This is an optimization exercise on Yosys and OpenROAD, whose aim is small area, not a production implementation.
Where RTL was checked, it was by simulation tests only, not by an equivalence proof against the original.
Power and IR drop assume default switching activity.

==> inputs of run a <==
==> flow/design.v (excerpt) <==
module sweep_recorder
(
  input  logic              clock,
  input  logic              reset,
  input  logic [IDX_W-1:0]  regnum,
  input  logic [DATA_W-1:0] wdata,
  input  logic              done,
  input  logic [IDX_W-1:0]  rsel,
  output logic [DATA_W-1:0] rdata,
  output logic              sweep_valid,
  output logic [IDX_W-1:0]  sweep_count,
  output logic [IDX_W-1:0]  sweep_first,
  output logic [IDX_W-1:0]  sweep_last,
  output logic              sweep_dir,
  output logic              sweep_err,
  output logic [DATA_W-1:0] checksum
);
==> module regfile32, before the edit <==
module regfile32
(
  input  logic              clock,
  input  logic              reset,
  input  logic [IDX_W-1:0]  waddr,
  input  logic [DATA_W-1:0] wdata,
  input  logic [IDX_W-1:0]  raddr,
  output logic [DATA_W-1:0] rdata
);
  logic [NREGS-1:1][DATA_W-1:0] mem_q;
  logic [NREGS-1:1]             vld_q;
  logic [NREGS-1:1]             we;
  logic [NREGS-1:1]             sel;
  for (genvar i = 1; i < NREGS; i++) begin : g_reg
    assign we[i]  = (waddr == IDX_W'(i));
    assign sel[i] = vld_q[i] && (raddr == IDX_W'(i));
    always_ff @(posedge clock) begin
      if (we[i]) begin
        mem_q[i] <= wdata;
      end
    end
    always_ff @(posedge clock or negedge reset) begin
      if (!reset) begin
        vld_q[i] <= 1'b0;
      end else if (we[i]) begin
        vld_q[i] <= 1'b1;
      end
    end
  end
  logic [DATA_W-1:0] grp_n [11];
  logic [NREGS:1] sel_x;
  logic [NREGS:1][DATA_W-1:0] mem_x;
  assign sel_x = {1'b0, sel};
  assign mem_x = {{DATA_W{1'b0}}, mem_q};
  for (genvar g = 0; g < 11; g++) begin : g_grp
    for (genvar b = 0; b < DATA_W; b++) begin : g_bit
      aoi222 u_aoi (
        .a0 (sel_x[3*g+1]), .a1 (mem_x[3*g+1][b]),
        .b0 (sel_x[3*g+2]), .b1 (mem_x[3*g+2][b]),
        .c0 (sel_x[3*g+3]), .c1 (mem_x[3*g+3][b]),
        .y  (grp_n[g][b])
      );
    end
  end
  always_comb begin
    rdata = '0;
    for (int g = 0; g < 11; g++) begin
      rdata = rdata | ~grp_n[g];
    end
  end
endmodule
==> module aoi222, before the edit <==
module aoi222
(
  input  logic a0, a1, b0, b1, c0, c1,
  output logic y
);
  assign y = !((a0 && a1) || (b0 && b1) || (c0 && c1));
endmodule
==> module sweep_recorder, before the edit <==
module sweep_recorder
(
  input  logic              clock,
  input  logic              reset,
  input  logic [IDX_W-1:0]  regnum,
  input  logic [DATA_W-1:0] wdata,
  input  logic              done,
  input  logic [IDX_W-1:0]  rsel,
  output logic [DATA_W-1:0] rdata,
  output logic              sweep_valid,
  output logic [IDX_W-1:0]  sweep_count,
  output logic [IDX_W-1:0]  sweep_first,
  output logic [IDX_W-1:0]  sweep_last,
  output logic              sweep_dir,
  output logic              sweep_err,
  output logic [DATA_W-1:0] checksum
);
  logic act_q, rep_q, up_q, dn_q, done_prev_q;
  logic act_d, up_d, dn_d;
  logic [IDX_W-1:0]  cnt_q, first_q, last_q;
  logic              err_q;
  logic [DATA_W-1:0] cks_q;
  logic [IDX_W-1:0]  cnt_d, first_d, last_d;
  logic              err_d;
  logic [DATA_W-1:0] cks_d;
  sweep_pkg::sweep_t rpt_q;
  logic idle, wr, is_new, step_up, step_dn, seen1, bad, take, ld;
  regfile32 u_rf (
    .clock (clock),
    .reset (reset),
    .waddr (regnum),
    .wdata (wdata),
    .raddr (rsel),
    .rdata (rdata)
  );
  assign idle    = !act_q && !rep_q;
  assign wr      = (regnum != '0);
  assign is_new  = act_q && wr && (regnum != last_q);
  assign step_up = (regnum == last_q + 5'd1);
  assign step_dn = (regnum == last_q - 5'd1);
  assign seen1   = !up_q && !dn_q;
  assign bad     = seen1 ? !(step_up || step_dn) :
                   up_q  ? !step_up : !step_dn;
  assign ld      = idle || is_new;    
  assign take    = done && !done_prev_q && !rep_q;
  always_comb begin
    act_d   = idle ? wr : act_q;
    up_d    = act_q && (up_q || (seen1 && is_new && step_up));
    dn_d    = act_q && (dn_q || (seen1 && is_new && step_dn));
    first_d = idle ? regnum : first_q;
    last_d  = ld ? regnum : last_q;
    err_d   = act_q && (err_q || (is_new && bad));
    cks_d   = ({DATA_W{act_q}} & cks_q) ^ ({DATA_W{ld && wr}} & wdata);
    if (idle) begin
      cnt_d = {4'd0, wr};
    end else if (is_new && cnt_q != CNT_MAX) begin
      cnt_d = cnt_q + 5'd1;
    end else begin
      cnt_d = cnt_q;
    end
  end
  always_ff @(posedge clock) begin
    up_q    <= up_d;
    dn_q    <= dn_d;
    cnt_q   <= cnt_d;
    first_q <= first_d;
    last_q  <= last_d;
    err_q   <= err_d;
    cks_q   <= cks_d;
  end
  always_ff @(posedge clock or negedge reset) begin
    if (!reset) begin
      act_q       <= 1'b0;
      rep_q       <= 1'b0;
      done_prev_q <= 1'b0;
      rpt_q       <= '0;
    end else begin
      done_prev_q <= done;
      rep_q       <= take;
      act_q       <= act_d && !take && !rep_q;
      if (take) begin
        rpt_q.count <= cnt_d;
        rpt_q.first <= first_d;
        rpt_q.last  <= last_d;
        rpt_q.dir   <= up_d;
        rpt_q.err   <= err_d;
        rpt_q.cks   <= cks_d;
      end
    end
  end
  assign sweep_valid = rep_q;
  assign sweep_count = rpt_q.count;
  assign sweep_first = rpt_q.first;
  assign sweep_last  = rpt_q.last;
  assign sweep_dir   = rpt_q.dir;
  assign sweep_err   = rpt_q.err;
  assign checksum    = rpt_q.cks;
endmodule
==> flow/config.mk <==
export PLATFORM = sky130hd
export DESIGN_NAME = sweep_recorder
export DESIGN_NICKNAME = sweep_recorder
export VERILOG_FILES = /design/flow/design.v
export SDC_FILE = /design/flow/constraint.sdc
export NUM_CORES = 4
export LEC_CHECK = 0
export CAP_MARGIN = 20
export CORE_MARGIN = 2
export CORE_UTILIZATION = 60
export CTS_BUF_LIST = sky130_fd_sc_hd__clkbuf_4 sky130_fd_sc_hd__clkbuf_8
export SLEW_MARGIN = 20
export SYNTH_HIERARCHICAL = 1
==> flow/constraint.sdc <==
create_clock -name core_clock -period 7.0 [get_ports {clock}]
set_input_delay 1.4000 -clock core_clock [delete_from_list [all_inputs] [get_ports {clock}]]
set_output_delay 1.4000 -clock core_clock [all_outputs]
set_load 0.01 [all_outputs]
run.sh (not shown) runs the stock make flow with config.mk's settings and CLKGATE_MAP_FILE= SYNTH_SCRIPT=/design/flow/synth_recipe.tcl, a recipe that flattens the netlist after the stock synthesis.
==> run b (differences from run a) <==
--- a/flow/design.v
+++ b/flow/design.v
@@ -49,34 +49,12 @@
       end
     end
   end
-  logic [DATA_W-1:0] grp_n [11];
-  logic [NREGS:1] sel_x;
-  logic [NREGS:1][DATA_W-1:0] mem_x;
-  assign sel_x = {1'b0, sel};
-  assign mem_x = {{DATA_W{1'b0}}, mem_q};
-  for (genvar g = 0; g < 11; g++) begin : g_grp
-    for (genvar b = 0; b < DATA_W; b++) begin : g_bit
-      aoi222 u_aoi (
-        .a0 (sel_x[3*g+1]), .a1 (mem_x[3*g+1][b]),
-        .b0 (sel_x[3*g+2]), .b1 (mem_x[3*g+2][b]),
-        .c0 (sel_x[3*g+3]), .c1 (mem_x[3*g+3][b]),
-        .y  (grp_n[g][b])
-      );
+  always_comb begin
+    rdata = '0;
+    for (int i = 1; i < NREGS; i++) begin
+      rdata = rdata | ({DATA_W{sel[i]}} & mem_q[i]);
     end
   end
-  always_comb begin
-    rdata = '0;
-    for (int g = 0; g < 11; g++) begin
-      rdata = rdata | ~grp_n[g];
-    end
-  end
-endmodule
-module aoi222
-(
-  input  logic a0, a1, b0, b1, c0, c1,
-  output logic y
-);
-  assign y = !((a0 && a1) || (b0 && b1) || (c0 && c1));
 endmodule
 import sweep_pkg::*;
 module sweep_recorder
Settings changed: CORE_UTILIZATION 60 to 40, CTS_BUF_LIST sky130_fd_sc_hd__clkbuf_4 sky130_fd_sc_hd__clkbuf_8 to default, SYNTH_HIERARCHICAL 1 to default.
==> run c (differences from run a) <==
--- a/flow/design.v
+++ b/flow/design.v
@@ -33,13 +33,21 @@
   logic [NREGS-1:1]             vld_q;
   logic [NREGS-1:1]             we;
   logic [NREGS-1:1]             sel;
+  logic [NREGS-1:1]             we_n;
+  logic [NREGS-1:1][DATA_W-1:0] mem_d;
   for (genvar i = 1; i < NREGS; i++) begin : g_reg
-    assign we[i]  = (waddr == IDX_W'(i));
-    assign sel[i] = vld_q[i] && (raddr == IDX_W'(i));
+    assign we[i]   = (waddr == IDX_W'(i));
+    assign we_n[i] = !we[i];
+    assign sel[i]  = vld_q[i] && (raddr == IDX_W'(i));
+    for (genvar b = 0; b < DATA_W; b++) begin : g_bit
+      ao22 u_hold (
+        .a0 (we[i]),   .a1 (wdata[b]),
+        .b0 (we_n[i]), .b1 (mem_q[i][b]),
+        .y  (mem_d[i][b])
+      );
+    end
     always_ff @(posedge clock) begin
-      if (we[i]) begin
-        mem_q[i] <= wdata;
-      end
+      mem_q[i] <= mem_d[i];
     end
     always_ff @(posedge clock or negedge reset) begin
       if (!reset) begin
@@ -49,24 +57,20 @@
       end
     end
   end
-  logic [DATA_W-1:0] grp_n [11];
-  logic [NREGS:1] sel_x;
-  logic [NREGS:1][DATA_W-1:0] mem_x;
-  assign sel_x = {1'b0, sel};
-  assign mem_x = {{DATA_W{1'b0}}, mem_q};
-  for (genvar g = 0; g < 11; g++) begin : g_grp
+  logic [9:0][DATA_W-1:0] grp_n;
+  for (genvar g = 0; g < 10; g++) begin : g_grp
     for (genvar b = 0; b < DATA_W; b++) begin : g_bit
       aoi222 u_aoi (
-        .a0 (sel_x[3*g+1]), .a1 (mem_x[3*g+1][b]),
-        .b0 (sel_x[3*g+2]), .b1 (mem_x[3*g+2][b]),
-        .c0 (sel_x[3*g+3]), .c1 (mem_x[3*g+3][b]),
+        .a0 (sel[3*g+1]), .a1 (mem_q[3*g+1][b]),
+        .b0 (sel[3*g+2]), .b1 (mem_q[3*g+2][b]),
+        .c0 (sel[3*g+3]), .c1 (mem_q[3*g+3][b]),
         .y  (grp_n[g][b])
       );
     end
   end
   always_comb begin
-    rdata = '0;
-    for (int g = 0; g < 11; g++) begin
+    rdata = {DATA_W{sel[NREGS-1]}} & mem_q[NREGS-1];
+    for (int g = 0; g < 10; g++) begin
       rdata = rdata | ~grp_n[g];
     end
   end
@@ -77,6 +81,13 @@
   output logic y
 );
   assign y = !((a0 && a1) || (b0 && b1) || (c0 && c1));
+endmodule
+module ao22
+(
+  input  logic a0, a1, b0, b1,
+  output logic y
+);
+  assign y = (a0 && a1) || (b0 && b1);
 endmodule
 import sweep_pkg::*;
 module sweep_recorder
@@ -104,7 +115,10 @@
   logic [IDX_W-1:0]  cnt_d, first_d, last_d;
   logic              err_d;
   logic [DATA_W-1:0] cks_d;
-  sweep_pkg::sweep_t rpt_q;
+  logic [IDX_W-1:0]  rpt_cnt_q, rpt_first_q, rpt_last_q;
+  logic              rpt_dir_q, rpt_err_q;
+  logic [DATA_W-1:0] rpt_cks_q;
+  logic [DATA_W-1:0] rpt_cks_d;
   logic idle, wr, is_new, step_up, step_dn, seen1, bad, take, ld;
   regfile32 u_rf (
     .clock (clock),
@@ -131,7 +145,6 @@
     first_d = idle ? regnum : first_q;
     last_d  = ld ? regnum : last_q;
     err_d   = act_q && (err_q || (is_new && bad));
-    cks_d   = ({DATA_W{act_q}} & cks_q) ^ ({DATA_W{ld && wr}} & wdata);
     if (idle) begin
       cnt_d = {4'd0, wr};
     end else if (is_new && cnt_q != CNT_MAX) begin
@@ -139,6 +152,18 @@
     end else begin
       cnt_d = cnt_q;
     end
+  end
+  for (genvar b = 0; b < DATA_W; b++) begin : g_cks
+    cks_bit u_cks (
+      .act  (act_q),
+      .en   (ld && wr),
+      .c    (cks_q[b]),
+      .w    (wdata[b]),
+      .take (take),
+      .r    (rpt_cks_q[b]),
+      .c_d  (cks_d[b]),
+      .r_d  (rpt_cks_d[b])
+    );
   end
   always_ff @(posedge clock) begin
     up_q    <= up_d;
@@ -154,26 +179,48 @@
       act_q       <= 1'b0;
       rep_q       <= 1'b0;
       done_prev_q <= 1'b0;
-      rpt_q       <= '0;
+      rpt_cnt_q   <= '0;
+      rpt_first_q <= '0;
+      rpt_last_q  <= '0;
+      rpt_dir_q   <= 1'b0;
+      rpt_err_q   <= 1'b0;
+      rpt_cks_q   <= '0;
     end else begin
       done_prev_q <= done;
       rep_q       <= take;
       act_q       <= act_d && !take && !rep_q;
+      rpt_cks_q   <= rpt_cks_d;
       if (take) begin
-        rpt_q.count <= cnt_d;
-        rpt_q.first <= first_d;
-        rpt_q.last  <= last_d;
-        rpt_q.dir   <= up_d;
-        rpt_q.err   <= err_d;
-        rpt_q.cks   <= cks_d;
+        rpt_cnt_q   <= cnt_d;
+        rpt_first_q <= first_d;
+        rpt_last_q  <= last_d;
+        rpt_dir_q   <= up_d;
+        rpt_err_q   <= err_d;
       end
     end
   end
   assign sweep_valid = rep_q;
-  assign sweep_count = rpt_q.count;
-  assign sweep_first = rpt_q.first;
-  assign sweep_last  = rpt_q.last;
-  assign sweep_dir   = rpt_q.dir;
-  assign sweep_err   = rpt_q.err;
-  assign checksum    = rpt_q.cks;
-endmodule
+  assign sweep_count = rpt_cnt_q;
+  assign sweep_first = rpt_first_q;
+  assign sweep_last  = rpt_last_q;
+  assign sweep_dir   = rpt_dir_q;
+  assign sweep_err   = rpt_err_q;
+  assign checksum    = rpt_cks_q;
+endmodule
+module cks_bit
+(
+  input  logic act, en, c, w, take, r,
+  output logic c_d, r_d
+);
+  logic x;
+  assign x   = (act && c) ^ (en && w);
+  assign c_d = x;
+  mux2x u_mux (.s (take), .a (x), .b (r), .y (r_d));
+endmodule
+module mux2x
+(
+  input  logic s, a, b,
+  output logic y
+);
+  assign y = s ? a : b;
+endmodule
Settings changed: CAP_MARGIN 20 to 5, CTS_BUF_LIST sky130_fd_sc_hd__clkbuf_4 sky130_fd_sc_hd__clkbuf_8 to default, CTS_CLUSTER_DIAMETER from default to 80, CTS_CLUSTER_SIZE from default to 28, SLEW_MARGIN 20 to 5.
==> summary.txt <==
run status complete, no violations; total number of vias between 30000 and 40000; fraction of standard cell area that is sequential ~53%; total global-route track usage 41.32%; Sequential Power 8.72 mW; logic depth of the worst register-to-register path 7; wire length on met2 around 60000 µm; Sequential cell area around 23000 µm²; Area contributors post-synth sky130_fd_sc_hd__dfxtp_1 (54%), sky130_fd_sc_hd__a22o_1 (23%), sky130_fd_sc_hd__a222oi_1 (8.3%); most common cell after layout, fill and taps aside sky130_fd_sc_hd__dfxtp_1
the above is filed under run c

==> summary.txt <==
total global-route track usage around a third; run status complete, no violations; Sequential cell area approximately 33000 µm²; die area between 60000 and 70000 µm²; fraction of standard cell area that is sequential between 60% and 70%; most common cell after layout, fill and taps aside sky130_fd_sc_hd__edfxtp_1; wire length on met2 roughly 56000 µm; logic depth of the worst register-to-register path 6; Remaining DRCs 0; Sequential Power 7.70 mW
the above is filed under run a

==> summary.txt <==
run status complete, no violations; logic depth of the worst register-to-register path 5; Sequential Power between 7 and 8 mW; Area Overhead vs Synth 17.84%; Sequential cell area roughly 33000 µm²; Area contributors post-synth sky130_fd_sc_hd__edfxtp_1 (71%), sky130_fd_sc_hd__a22oi_1 (6.1%), sky130_fd_sc_hd__dfrtp_1 (5.0%); wire length on met2 about 68000 µm; quantity of hold-fixing buffers added after cts 0; fraction of registers with async set or reset after synthesis about 7.4%; NetSw about 3.5 mW; power after layout 14.81 mW; total number of vias about 27000; share of cell area taken by muxes after synthesis about 1.3%; most common cell after layout, fill and taps aside sky130_fd_sc_hd__edfxtp_1
the above is filed under run b

For run a, only the layout was checked, not whether the RTL still works.

-- separate check: timing with driven ports --
The results above use ideal ports. As a check the final layouts listed here were re-extracted and re-timed, cells and wires unchanged. Step 1, drivers: a clkbuf_16 drives clock and a buf_2 each remaining input, both assumed. Step 2 moves the port delays by t, midway between the first and last clock arrival at a register: inputs arrive t later, outputs are due t later. That takes back most of the time a late clock gives input paths. Three values: no drivers, after step 1, after step 2; two values: the first two.
run | t, ns | slack for setup (ns) | hold slack, ns | worst setup path after step 2 | worst slew at a driven data input, ns
run a | 0.882 | 0.575 / 0.533 / 0.533 | 0.456 / 0.425 / 0.456 | input to output | 0.07
run b | 0.753 | 0.179 / 0.135 / 0.135 | 0.458 / 0.458 / 0.458 | input to output | 0.09
run c | 0.716 | 0.727 / 0.682 / 0.682 | 0.466 / 0.466 / 0.466 | input to output | 0.06
After both steps every run listed still meets setup and hold. For run c, which loses most, drivers alone change the setup slack by -0.045 ns; drivers and shift together by -0.045 ns.
